From an optimization exercise on the open Yosys and OpenROAD flow, aimed at small area, a short achievable clock period and few clock cycles per item; shortcuts taken in it are not production practice. Where RTL was checked, it was by simulation tests only, not by an equivalence proof against the original. Power is estimated from default activity; no workload was simulated.

// marching_squares_cell_classifier_unit
module marching_squares_cell_classifier_unit (
  input  logic                clk,
  input  logic                rst_n,
  input  logic                cfg_we,
  input  logic [1:0]          cfg_index,
  input  logic [THR_W-1:0]    cfg_data,
  input  logic                in_valid,
  output logic                in_ready,
  input  logic [7:0]          in_red,
  input  logic [7:0]          in_green,
  input  logic [7:0]          in_blue,
  input  logic                in_frame_start,
  output logic                out_valid,
  input  logic                out_ready,
  output logic [9:0]          out_cell_x,
  output logic [9:0]          out_cell_y,
  output logic [2:0]          out_level,
  output logic [3:0]          out_case_code,
  output logic                out_last
);
  logic [THR_W-1:0]  thresholds_r;
  logic [LVL_W-1:0]  lvl_last_r;    
  logic              lvl_one_r;     
  logic [COL_W-1:0]  wm1_r;         
  logic [COL_W-1:0]  wm2_r;         
  logic [RW_W-1:0]   cfg_w;
  logic [LCNT_W-1:0] cfg_l;
  logic [COL_W-1:0]  cfg_wm1;
  logic [COL_W-1:0]  cfg_wm2;
  logic [LVL_W-1:0]  cfg_lvl_last;
  assign cfg_w = cfg_data[RW_W-1:0];
  assign cfg_l = cfg_data[LCNT_W-1:0];
  always_comb begin
    if (cfg_w < RW_W'(2)) begin
      cfg_wm1 = COL_W'(1);
      cfg_wm2 = COL_W'(0);
    end else if (cfg_w > RW_W'(MAX_WIDTH)) begin
      cfg_wm1 = COL_W'(MAX_WIDTH - 1);
      cfg_wm2 = COL_W'(MAX_WIDTH - 2);
    end else begin
      cfg_wm1 = COL_W'(cfg_w - RW_W'(1));
      cfg_wm2 = COL_W'(cfg_w - RW_W'(2));
    end
    if (cfg_l == '0) begin
      cfg_lvl_last = '0;
    end else if (cfg_l > LCNT_W'(MAX_LEVELS)) begin
      cfg_lvl_last = LVL_W'(MAX_LEVELS - 1);
    end else begin
      cfg_lvl_last = LVL_W'(cfg_l - LCNT_W'(1));
    end
  end
  always_ff @(posedge clk) begin
    if (!rst_n) begin
      lvl_last_r   <= '0;
      lvl_one_r    <= 1'b1;
      thresholds_r <= '0;
      wm1_r        <= COL_W'(MAX_WIDTH - 1);
      wm2_r        <= COL_W'(MAX_WIDTH - 2);
    end else if (cfg_we) begin
      case (cfg_index)
        CFG_LEVEL_COUNT: begin
          lvl_last_r <= cfg_lvl_last;
          lvl_one_r  <= (cfg_lvl_last == '0);
        end
        CFG_THRESHOLDS:  thresholds_r <= cfg_data;
        CFG_ROW_WIDTH: begin
          wm1_r <= cfg_wm1;
          wm2_r <= cfg_wm2;
        end
        default: ;
      endcase
    end
  end
  ...
export LEC_CHECK = 0
export ABC_CLOCK_PERIOD_IN_PS = 2500
export CAP_MARGIN = 20
export CORE_MARGIN = 2
export CORE_UTILIZATION = 62
export CTS_BUF_LIST = sky130_fd_sc_hd__clkbuf_16
export CTS_CLUSTER_DIAMETER = 45
export CTS_CLUSTER_SIZE = 30
export SETUP_SLACK_MARGIN = 5
export SLEW_MARGIN = 20
export SYNTH_MEMORY_MAX_BITS = 16384
create_clock -name core_clock -period 8.0 [get_ports {clk}]
run.sh (not shown) runs the stock make flow with config.mk's settings and CLKGATE_MAP_FILE= SYNTH_SCRIPT=/design/flow/synth_recipe.tcl, a recipe that flattens the netlist after the stock synthesis.
Change:
Settings changed: CTS_CLUSTER_DIAMETER 45 to 60, CTS_CLUSTER_SIZE 30 to 24.
The new run ran to the end with no violations; sequential share of layout area goes up by 1.7 points; worst hold slack improves by 0.0069 ns; utilization goes down by 1.4 points.
No run of this note included a check of the RTL's function; only the layout flow was run.


fjord:
Another version of the RTL of marching_squares_cell_classifier_unit (not shown whole).
Size: about 3,300 cells after synthesis, about 2,300 flip-flops, ~130 I/O pins, roughly 0.074 mm2 of cells after synthesis.
export LEC_CHECK = 0
export ABC_CLOCK_PERIOD_IN_PS = 2500
export CAP_MARGIN = 20
export CORE_MARGIN = 2
export CORE_UTILIZATION = 62
export CTS_BUF_LIST = sky130_fd_sc_hd__clkbuf_16
export CTS_CLUSTER_DIAMETER = 60
export CTS_CLUSTER_SIZE = 24
export SETUP_SLACK_MARGIN = 5
export SLEW_MARGIN = 20
export SYNTH_MEMORY_MAX_BITS = 16384
create_clock -name core_clock -period 8.0 [get_ports {clk}]
Testbench counts of fjord, summed over its fixed seeds: cycles 89,986, results 87,749.
Modified inputs, harbor compared to fjord
Settings: CTS_CLUSTER_SIZE now 30, was 24; CTS_CLUSTER_DIAMETER now 75, was 60.
Notes after the runs:
Number of logic stages on the critical path including buffering came out exactly the same in harbor and fjord.
fjord → harbor: final routed wirelength across all metal layers fell 1.1%, minimum period implied by the final worst setup slack increased by 0.039 ns relative to the old numbers, data required time at the worst endpoint dropped 0.03 ns, count of max-cap constraint violations held, synthesis-to-finish area growth decreased by 2.0 points relative to the old numbers.
In harbor, worst endpoint data arrival time is higher than in fjord.
Looking at aggregate global-route resource usage, harbor sits 0.23 points lower than fjord does.
Total power of harbor is lower than that of fjord.
Compared to fjord, harbor shows a narrower setup margin.


Another version of the RTL of marching_squares_cell_classifier_unit (not shown whole).
For scale: ~3600 cells after synthesis, about 130 I/O pins, roughly 0.074 mm^2 of cells after synthesis.
==> flow/config.mk <==
export PLATFORM = sky130hd
export DESIGN_NAME = marching_squares_cell_classifier_unit
export DESIGN_NICKNAME = marching_squares_cell_classifier_unit
export VERILOG_FILES = /design/flow/design.v
export SDC_FILE = /design/flow/constraint.sdc
export NUM_CORES = 4
export LEC_CHECK = 0
export ABC_AREA = 1
export ABC_CLOCK_PERIOD_IN_PS = 2500
export CAP_MARGIN = 20
export CORE_MARGIN = 2
export CORE_UTILIZATION = 62
export CTS_BUF_LIST = sky130_fd_sc_hd__clkbuf_16
export CTS_CLUSTER_DIAMETER = 75
export CTS_CLUSTER_SIZE = 30
export PLACE_DENSITY = 0.7
export SETUP_SLACK_MARGIN = 5
export SLEW_MARGIN = 20
export SYNTH_MEMORY_MAX_BITS = 16384
==> flow/constraint.sdc <==
create_clock -name core_clock -period 8.0 [get_ports {clk}]
set_input_delay 1.6000 -clock core_clock [delete_from_list [all_inputs] [get_ports {clk}]]
set_output_delay 1.6000 -clock core_clock [all_outputs]
set_load 0.01 [all_outputs]
Testbench counts at the start, summed over its fixed seeds: cycles 89,986, results 87,749.
Next try:
==> flow/flow/run.sh (new file) <==
#!/bin/bash
set -o pipefail
export BUFFER_PORTS_ARGS="-buffer_cell sky130_fd_sc_hd__buf_2"
cp standard.sh standard.sh.log
bash standard.sh > standard_run.log 2>&1
==> flow/standard.sh (new file) <==
#!/bin/bash
# synth_recipe.tcl (not shown) runs the flow's synth.tcl, then flattens the netlist and writes it again
# the make line also repeats each setting of config.mk as NAME=value (left out here)
make -C /OpenROAD-flow-scripts/flow DESIGN_CONFIG=/design/flow/config.mk WORK_HOME=/design/flow/orfs CLKGATE_MAP_FILE= SYNTH_SCRIPT=/design/flow/synth_recipe.tcl "${@:-finish}"
Settings changed: PLACE_DENSITY 0.7 to unset.
removed: flow/run.sh
Effect:
- die area is unchanged
- critical path depth stays the same
- final area is lower by about 0.3%
- non-clock buffer count does not change
- combinational power falls by about 5%
- worst hold slack barely changes
- final cell count hardly moves
- sequential cell count stays the same
- via count grows by about 1.7%
Next try:
==> flow/run.sh (new file) <==
#!/bin/bash
# synth_recipe.tcl (not shown) runs the flow's synth.tcl, then flattens the netlist and writes it again
# the make line also repeats each setting of config.mk as NAME=value (left out here)
make -C /OpenROAD-flow-scripts/flow DESIGN_CONFIG=/design/flow/config.mk WORK_HOME=/design/flow/orfs CLKGATE_MAP_FILE= SYNTH_SCRIPT=/design/flow/synth_recipe.tcl finish
Settings changed: CORE_UTILIZATION 62 to 58.
removed: flow/flow/run.sh
removed: flow/standard.sh
Effect: Clock power increases by 9.7%; clock-buffer cell count rises by 9; synthesized cell count stays the same; power went up by 3.3%; utilization decreases by 3.8 points.
Next try:
Settings changed: ABC_AREA 1 to unset, CORE_UTILIZATION 58 to 62.
Result: The new run finished clean. Total power climbs by 9.6%. Maximum frequency drops by 0.35%. Clock-buffer cell count drops by 9. Final area drops by 0.42%. Via count drops by 6.6%. Routed wire length drops by 9.8%. Sequential share of layout area climbs by 0.35 points. Synthesized cell count drops by 10%. First-iteration DRC count drops by 4.2%. Register-to-register slack improved by 0.02 ns.


Setup of old:
marching_squares_cell_classifier_unit, a different RTL version from the one above (not shown whole).
For scale: ~3300 cells after synthesis, roughly 2300 flip-flops, roughly 130 I/O pins.
Settings: LEC_CHECK=0, ABC_CLOCK_PERIOD_IN_PS=2500, CAP_MARGIN=20, CORE_MARGIN=2, CORE_UTILIZATION=55, CTS_BUF_LIST=sky130_fd_sc_hd__clkbuf_8, CTS_CLUSTER_SIZE=20, SETUP_SLACK_MARGIN=5, SLEW_MARGIN=20, SYNTH_MEMORY_MAX_BITS=16384; clock period 8.0 ns.
Stock flow here: none of the scripts above is used.
old closes out successfully: all stages finished, all timing, DRC and antenna checks passed.
The following lists how new was set up differently from old:
- removing SETUP_SLACK_MARGIN (formerly 5)
Notes after the runs:
- Initial antenna violation count: new and old compared, lower one is new
- Wire length (new vs. old) decreases slightly
- Comparing old with new, the final cell count came out essentially unchanged.
- Status: static leakage power parity (new, old)
- For fraction of standard cell area in multi-input logic, old and new come out practically identical.
- Status: met1 capacity usage during global routing parity (new, old)
- On global-route usage over all layers, new and old are basically level.
No functional check of the RTL was part of any run of this note.


Another version of the RTL of marching_squares_cell_classifier_unit (not shown whole).
For scale: ~3600 cells after synthesis, ~2300 flip-flops.
Settings: LEC_CHECK=0, ABC_AREA=1, ABC_CLOCK_PERIOD_IN_PS=2500, CAP_MARGIN=20, CORE_MARGIN=2, CORE_UTILIZATION=62, CTS_BUF_LIST=sky130_fd_sc_hd__clkbuf_16, CTS_CLUSTER_DIAMETER=75, CTS_CLUSTER_SIZE=30, SETUP_SLACK_MARGIN=5, SLEW_MARGIN=20, SYNTH_MEMORY_MAX_BITS=16384; clock period 8.0 ns.
Testbench counts at the start, summed over its fixed seeds: cycles 89,986, results 87,749.
Edit:
ABC_AREA = not set   (was 1)
Final cell count goes down by a little under a tenth.
Total power goes down slightly.
Routed wire length goes down by a few percent.
Synthesized cell count goes down by roughly a tenth.
Design area is about the same.
Worst hold slack barely changes.
Combinational power goes down by a few percent.
Worst setup slack is worse by 51 ps.
Die area is about the same.

[what the ideal ports hide]
In the flow no input, the clock included, has a driving cell. The finished layouts below were timed again as built, in two steps.
Step 1 (the two cells are an assumption about what drives the block):
set clk [get_ports {clk}]
set_driving_cell -lib_cell sky130_fd_sc_hd__clkbuf_16 $clk
set_driving_cell -lib_cell sky130_fd_sc_hd__buf_2 [delete_from_list [all_inputs] $clk]
Step 2 moves the port delays by t, midway between the first and last clock arrival at a register: inputs arrive t later, outputs are due t later. That takes back most of the time a late clock gives input paths.
a / b / c = no drivers / after step 1 / after step 2; a / b = the first two.
run | t (ns) | slack for setup (ns) | worst setup path after step 2 | latest minus earliest clock arrival (ns) | cell pins on the clock port's net
the first run of note 1 | 0.850 | 4.998 / 4.966 / 4.187 | input to register | 0.038 / 0.038 | 1
the second run of note 1 | 0.788 | 4.942 / 4.950 / 4.190 | input to register | 0.033 / 0.033 | 1
fjord | 0.800 | 4.953 / 4.981 / 4.191 | input to register | 0.032 / 0.032 | 1
harbor | 0.790 | 4.915 / 4.946 / 4.155 | input to register | 0.037 / 0.037 | 1
the first run of note 3 | 0.766 | 4.943 / 4.870 / 4.393 | input to register | 0.033 / 0.033 | 1
the second run of note 3 | 0.779 | 5.062 / 4.986 / 4.427 | input to register | 0.034 / 0.034 | 1
the third run of note 3 | 0.794 | 4.916 / 4.842 / 4.282 | input to register | 0.051 / 0.050 | 1
the fourth run of note 3 | 0.774 | 4.905 / 4.836 / 4.291 | input to register | 0.034 / 0.033 | 1
old | 1.052 | 4.789 / 4.710 / 4.598 | input to register | 0.085 / 0.085 | 1
new | 1.056 | 4.279 / 4.200 / 4.572 | input to register | 0.086 / 0.086 | 1
the first run of note 5 | 0.786 | 5.000 / 4.923 / 4.376 | input to register | 0.028 / 0.027 | 1
the second run of note 5 | 0.766 | 4.949 / 4.938 / 4.311 | input to register | 0.034 / 0.034 | 1
After both steps setup and hold are still met in every run listed. The setup slack of the first run of note 1, which loses most, moves by -0.032 ns with the drivers and by -0.811 ns with both steps.
